Background: an optimization exercise with open tools, aiming at small area, a short achievable clock period and few clock cycles per item. Do not read the settings as production practice.
At most, simulation tests tie the RTL to the original design; equivalence was not proved.
Power and IR drop assume default switching activity.

the reference run:
==> flow/design.v <==
`default_nettype none
package cpu_pkg;
    localparam logic [4:0] OPC_ALU  = 5'd0;
    localparam logic [4:0] OPC_J    = 5'd1;
    localparam logic [4:0] OPC_BNE  = 5'd2;
    localparam logic [4:0] OPC_JAL  = 5'd3;
    localparam logic [4:0] OPC_JR   = 5'd4;
    localparam logic [4:0] OPC_ADDI = 5'd5;
    localparam logic [4:0] OPC_BLT  = 5'd6;
    localparam logic [4:0] OPC_SW   = 5'd7;
    localparam logic [4:0] OPC_LW   = 5'd8;
endpackage
`default_nettype wire
`default_nettype none
module adder (
    input  wire [31:0]  x,
    input  wire [31:0]  y,
    input  wire         cin,
    output logic [31:0] sum
);
    logic [31:0] g, p, gn, pn;
    logic [31:0] carry;
    always_comb begin
        g = x & y;
        p = x ^ y;
        g[0] = g[0] | (p[0] & cin);
        for (int l = 0; l < 5; l++) begin
            gn = g;
            pn = p;
            for (int i = 0; i < 32; i++) begin
                if (((i >> l) & 1) == 1) begin
                    gn[i] = g[i] | (p[i] & g[((i >> l) << l) - 1]);
                    pn[i] = p[i] & p[((i >> l) << l) - 1];
                end
            end
            g = gn;
            p = pn;
        end
        carry = {g[30:0], cin};
    end
    assign sum = x ^ y ^ carry;
endmodule
module alu (
    input  wire [31:0]  a,
    input  wire         right,    
    input  wire [4:0]   shamt,
    output logic [31:0] sh_right,
    output logic [31:0] sh_left
);
    logic [31:0] sh_in;
    logic        fill;
    assign fill = right & a[31];
    always_comb begin
        for (int i = 0; i < 32; i++) begin
            sh_in[i]   = right ? a[i] : a[31-i];
            sh_left[i] = sh_right[31-i];
        end
    end
    assign sh_right = 32'($signed({fill, sh_in}) >>> shamt);
endmodule
`default_nettype wire
`default_nettype none
module execute_stage (
    input  wire [31:0] pc,
    input  wire [31:0] ir,
    input  wire [31:0] rs_val,
    input  wire [31:0] rb_val,    
    output logic [31:0] npc,
    output logic        we,
    output logic [4:0]  wreg,
    output logic        is_lw,
    output logic        is_sw,
    output logic [31:0] o
);
    logic [4:0]  opc;
    logic [4:0]  fn;
    logic [31:0] imm;
    logic [31:0] pc1;
    logic [31:0] x, y, sum;
    logic [31:0] sh_right, sh_left;
    logic [31:0] other;
    logic        use_reg, use_pc, use_tgt, fn_sub, cin;
    logic        en_sum, en_and, en_or, en_sll, en_sra, en_jal;
    logic        is_j, is_jr, is_bne, is_blt, taken;
    logic        eq, lt;
    assign opc = ir[31:27];
    assign fn  = ir[6:2];
    assign imm = {{15{ir[16]}}, ir[16:0]};
    assign pc1 = pc + 32'd1;
    assign use_reg = !(opc[3] | opc[1] | opc[0]);
    assign use_pc  = opc[1] & !opc[0];
    assign use_tgt = opc[0] & !opc[2];
    assign fn_sub  = fn[0] & !opc[2];
    assign x   = use_pc ? pc : rs_val;
    assign y   = use_reg ? (rb_val ^ {32{fn_sub}}) :
                 use_tgt ? {5'd0, ir[26:0]} : imm;
    assign cin = use_reg ? fn_sub : use_pc;
    adder u_adder (.x(x), .y(y), .cin(cin), .sum(sum));
    alu u_alu (
        .a        (rs_val),
        .right    (fn[0]),
        .shamt    (ir[11:7]),
        .sh_right (sh_right),
        .sh_left  (sh_left)
    );
    assign en_jal = opc[1] & opc[0] & !opc[2];
    assign en_sum = !en_jal & (!use_reg | (fn[4:1] == 4'd0));
    assign en_and = use_reg & (fn == 5'd2);
    assign en_or  = use_reg & (fn == 5'd3);
    assign en_sll = use_reg & (fn == 5'd4);
    assign en_sra = use_reg & (fn == 5'd5);
    assign other = ({32{en_and}} & (rs_val & rb_val))
                 | ({32{en_or}}  & (rs_val | rb_val))
                 | ({32{en_sll}} & sh_left)
                 | ({32{en_sra}} & sh_right)
                 | ({32{en_jal}} & pc1);
    assign o = en_sum ? sum : other;
    assign is_j   = (opc[4:2] == 3'd0) & opc[0];     
    assign is_jr  = (opc == cpu_pkg::OPC_JR);
    assign is_bne = (opc == cpu_pkg::OPC_BNE);
    assign is_blt = (opc == cpu_pkg::OPC_BLT);
    assign eq    = (rb_val == rs_val);
    assign lt    = $signed(rb_val) < $signed(rs_val);
    assign taken = (is_bne & !eq) | (is_blt & lt) | is_j | is_jr;
    assign npc   = taken ? sum : pc1;
    assign we    = (opc == cpu_pkg::OPC_ALU) || (opc == cpu_pkg::OPC_ADDI) || (opc == cpu_pkg::OPC_LW) || (opc == cpu_pkg::OPC_JAL);
    assign wreg  = en_jal ? 5'd31 : ir[26:22];
    assign is_lw = (opc == cpu_pkg::OPC_LW);
    assign is_sw = (opc == cpu_pkg::OPC_SW);
endmodule
`default_nettype wire
`default_nettype none
module mem_wb_stage (
    input  wire         clock,
    input  wire         arst_n,
    input  wire         we_in,
    input  wire [4:0]   wreg_in,
    input  wire         lw_in,
    input  wire         sw_in,
    input  wire [31:0]  o_in,
    input  wire [31:0]  b_in,
    input  wire [31:0]  q_dmem,
    output logic [31:0] address_dmem,
    output logic [31:0] data,
    output logic        wren,
    output logic        ctrl_write_enable,
    output logic [4:0]  ctrl_write_reg,
    output logic [31:0] data_write_reg
);
    logic        m_we, m_lw, m_sw;
    logic [4:0]  m_reg;
    logic [31:0] m_o, m_b;
    always_ff @(posedge clock or negedge arst_n) begin
        if (!arst_n) begin
            m_we <= 1'b0;
            m_lw <= 1'b0;
            m_sw <= 1'b0;
        end else begin
            m_we <= we_in;
            m_lw <= lw_in;
            m_sw <= sw_in;
        end
    end
    always_ff @(posedge clock) begin
        m_reg <= wreg_in;
        m_o   <= o_in;
        m_b   <= b_in;
    end
    assign address_dmem      = m_o;
    assign data              = m_b;
    assign wren              = m_sw;
    assign ctrl_write_enable = m_we;
    assign ctrl_write_reg    = m_reg;
    assign data_write_reg    = m_lw ? q_dmem : m_o;
endmodule
`default_nettype wire
`default_nettype none
`timescale 1ns/1ps
module pipeline_cpu (
    input  wire         clock,
    input  wire         arst_n,
    output logic [31:0] address_imem,
    input  wire  [31:0] q_imem,
    output logic [31:0] address_dmem,
    output logic [31:0] data,
    output logic        wren,
    input  wire  [31:0] q_dmem,
    output logic        ctrl_write_enable,
    output logic [4:0]  ctrl_write_reg,
    output logic [4:0]  ctrl_read_reg_a,
    output logic [4:0]  ctrl_read_reg_b,
    output logic [31:0] data_write_reg,
    input  wire  [31:0] data_read_reg_a,
    input  wire  [31:0] data_read_reg_b
);
    logic [31:0] pc;
    logic [31:0] npc;
    logic        we, is_lw, is_sw;
    logic [4:0]  wreg;
    logic [31:0] o;
    always_ff @(posedge clock or negedge arst_n) begin
        if (!arst_n) pc <= '0;
        else         pc <= npc;
    end
    assign address_imem    = pc;
    assign ctrl_read_reg_a = ((q_imem[27] & !q_imem[29]) | (q_imem[29] & !q_imem[28] & !q_imem[27]))
                           ? 5'd0 : q_imem[21:17];
    assign ctrl_read_reg_b = (q_imem[29] | q_imem[28]) ? q_imem[26:22] : q_imem[16:12];
    execute_stage u_execute_stage (
        .pc     (pc),
        .ir     (q_imem),
        .rs_val (data_read_reg_a),
        .rb_val (data_read_reg_b),
        .npc    (npc),
        .we     (we),
        .wreg   (wreg),
        .is_lw  (is_lw),
        .is_sw  (is_sw),
        .o      (o)
    );
    mem_wb_stage u_mem_wb_stage (
        .clock             (clock),
        .arst_n            (arst_n),
        .we_in             (we),
        .wreg_in           (wreg),
        .lw_in             (is_lw),
        .sw_in             (is_sw),
        .o_in              (o),
        .b_in              (data_read_reg_b),
        .q_dmem            (q_dmem),
        .address_dmem      (address_dmem),
        .data              (data),
        .wren              (wren),
        .ctrl_write_enable (ctrl_write_enable),
        .ctrl_write_reg    (ctrl_write_reg),
        .data_write_reg    (data_write_reg)
    );
endmodule
`default_nettype wire
Settings: LEC_CHECK=0, CAP_MARGIN=20, CORE_MARGIN=2, CORE_UTILIZATION=40, GPL_ROUTABILITY_DRIVEN=0, PLACE_DENSITY=0.6, SETUP_SLACK_MARGIN=4, SLEW_MARGIN=20, TNS_END_PERCENT=5; clock period 8.5 ns.
standard.sh (not shown) runs the stock make flow with config.mk's settings and CLKGATE_MAP_FILE= SYNTH_SCRIPT=/design/flow/synth_recipe.tcl, a recipe that flattens the netlist after the stock synthesis.
==> flow/flow/run.sh <==
#!/bin/bash
# Own layout flow: the standard flow (standard.sh, unchanged synthesis,
# floorplan, power grid, placement, CTS and routing), with one change: the
# buffers that global placement puts on every input and output port are
# sky130_fd_sc_hd__buf_1 cells instead of the default delay-buffer cell.
# The timing repair steps still resize them where timing needs it.
set -euo pipefail
export BUFFER_PORTS_ARGS="-buffer_cell sky130_fd_sc_hd__buf_1"
bash standard.sh > standard.log 2>&1
Testbench counts of the reference run, summed over its fixed seeds: cycles 9,364, instrs 9,364.
Input changes introduced in the trial run (baseline for comparison: the reference run):
--- a/flow/design.v
+++ b/flow/design.v
@@ -67,13 +67,15 @@
     input  wire [31:0] rb_val,    
     output logic [31:0] npc,
     output logic        we,
     output logic [4:0]  wreg,
     output logic        is_lw,
     output logic        is_sw,
-    output logic [31:0] o
+    output logic [31:0] o,        
+    output logic [31:0] b,        
+    output logic        sel_sum   
 );
     logic [4:0]  opc;
     logic [4:0]  fn;
     logic [31:0] imm;
     logic [31:0] pc1;
     logic [31:0] x, y, sum;
@@ -111,13 +113,15 @@
     assign en_sra = use_reg & (fn == 5'd5);
     assign other = ({32{en_and}} & (rs_val & rb_val))
                  | ({32{en_or}}  & (rs_val | rb_val))
                  | ({32{en_sll}} & sh_left)
                  | ({32{en_sra}} & sh_right)
                  | ({32{en_jal}} & pc1);
-    assign o = en_sum ? sum : other;
+    assign o       = sum;
+    assign b       = opc[2] ? rb_val : other;
+    assign sel_sum = en_sum;
     assign is_j   = (opc[4:2] == 3'd0) & opc[0];     
     assign is_jr  = (opc == cpu_pkg::OPC_JR);
     assign is_bne = (opc == cpu_pkg::OPC_BNE);
     assign is_blt = (opc == cpu_pkg::OPC_BLT);
     assign eq    = (rb_val == rs_val);
     assign lt    = $signed(rb_val) < $signed(rs_val);
@@ -136,21 +140,23 @@
     input  wire         we_in,
     input  wire [4:0]   wreg_in,
     input  wire         lw_in,
     input  wire         sw_in,
     input  wire [31:0]  o_in,
     input  wire [31:0]  b_in,
+    input  wire         sel_in,
     input  wire [31:0]  q_dmem,
     output logic [31:0] address_dmem,
     output logic [31:0] data,
     output logic        wren,
     output logic        ctrl_write_enable,
     output logic [4:0]  ctrl_write_reg,
     output logic [31:0] data_write_reg
 );
-    logic        m_we, m_lw, m_sw;
+    logic        m_we, m_lw, m_sw, m_sel;
+    logic [31:0] m_res;
     logic [4:0]  m_reg;
     logic [31:0] m_o, m_b;
     always_ff @(posedge clock or negedge arst_n) begin
         if (!arst_n) begin
             m_we <= 1'b0;
             m_lw <= 1'b0;
@@ -160,21 +166,23 @@
             m_lw <= lw_in;
             m_sw <= sw_in;
         end
     end
     always_ff @(posedge clock) begin
         m_reg <= wreg_in;
+        m_sel <= sel_in;
         m_o   <= o_in;
         m_b   <= b_in;
     end
     assign address_dmem      = m_o;
     assign data              = m_b;
     assign wren              = m_sw;
     assign ctrl_write_enable = m_we;
     assign ctrl_write_reg    = m_reg;
-    assign data_write_reg    = m_lw ? q_dmem : m_o;
+    assign m_res             = m_sel ? m_o : m_b;
+    assign data_write_reg    = m_lw ? q_dmem : m_res;
 endmodule
 `default_nettype wire
 `default_nettype none
 `timescale 1ns/1ps
 module pipeline_cpu (
     input  wire         clock,
@@ -194,13 +202,14 @@
     input  wire  [31:0] data_read_reg_b
 );
     logic [31:0] pc;
     logic [31:0] npc;
     logic        we, is_lw, is_sw;
     logic [4:0]  wreg;
-    logic [31:0] o;
+    logic [31:0] o, b;
+    logic        sel_sum;
     always_ff @(posedge clock or negedge arst_n) begin
         if (!arst_n) pc <= '0;
         else         pc <= npc;
     end
     assign address_imem    = pc;
     assign ctrl_read_reg_a = ((q_imem[27] & !q_imem[29]) | (q_imem[29] & !q_imem[28] & !q_imem[27]))
@@ -213,23 +222,26 @@
         .rb_val (data_read_reg_b),
         .npc    (npc),
         .we     (we),
         .wreg   (wreg),
         .is_lw  (is_lw),
         .is_sw  (is_sw),
-        .o      (o)
+        .o      (o),
+        .b      (b),
+        .sel_sum(sel_sum)
     );
     mem_wb_stage u_mem_wb_stage (
         .clock             (clock),
         .arst_n            (arst_n),
         .we_in             (we),
         .wreg_in           (wreg),
         .lw_in             (is_lw),
         .sw_in             (is_sw),
         .o_in              (o),
-        .b_in              (data_read_reg_b),
+        .b_in              (b),
+        .sel_in            (sel_sum),
         .q_dmem            (q_dmem),
         .address_dmem      (address_dmem),
         .data              (data),
         .wren              (wren),
         .ctrl_write_enable (ctrl_write_enable),
         .ctrl_write_reg    (ctrl_write_reg),
==> run notes <==
- The trial run has flip-flop and latch count above what the reference run had.
- Summary — number of global-route vias before repair, the trial run relative to the reference run: higher, by 7.6%.
- Total power of the trial run is lower than that of the reference run.
- The lower post-synthesis to final-layout area growth came out of the trial run.
- The trial run vs the reference run, category of the most critical setup path: primary input to output port vs primary input to flop
- The trial run gives more footprint of the multi-input gates than the reference run did.
- When the trial run is measured against the reference run, its count of mapped cells out of synthesis turns out 102 higher.
The RTL of the trial run was laid out without a check of its function.

## static timing again, ports no longer ideal
In the flow no input, the clock included, has a driving cell. The finished layouts below were timed again as built, in two steps. Step 1 assumes that a clkbuf_16 drives the clock port and a buf_2 every other input. Step 2 adds t to the input delays and takes it off the output delays; t is the mean of the earliest and latest rising clock arrival at the registers after step 1. Input paths then give back, and output paths get back, about the clock's delay inside the block. Three values: ideal ports, drivers, drivers and shift; two values: the first two.
run | t, ns | setup WS [ns] | worst setup path after step 2 | clock arrival spread, ns | worst data-port slew with drivers (ns)
the reference run | 0.414 | 3.705 / 3.680 / 3.266 | input to register | 0.022 / 0.023 | 0.07
the trial run | 0.417 | 3.884 / 3.853 / 3.527 | input to register | 0.023 / 0.023 | 0.07
After both steps every run listed still meets setup and hold. For the reference run, which loses most, drivers alone change the setup slack by -0.025 ns; drivers and shift together by -0.439 ns.
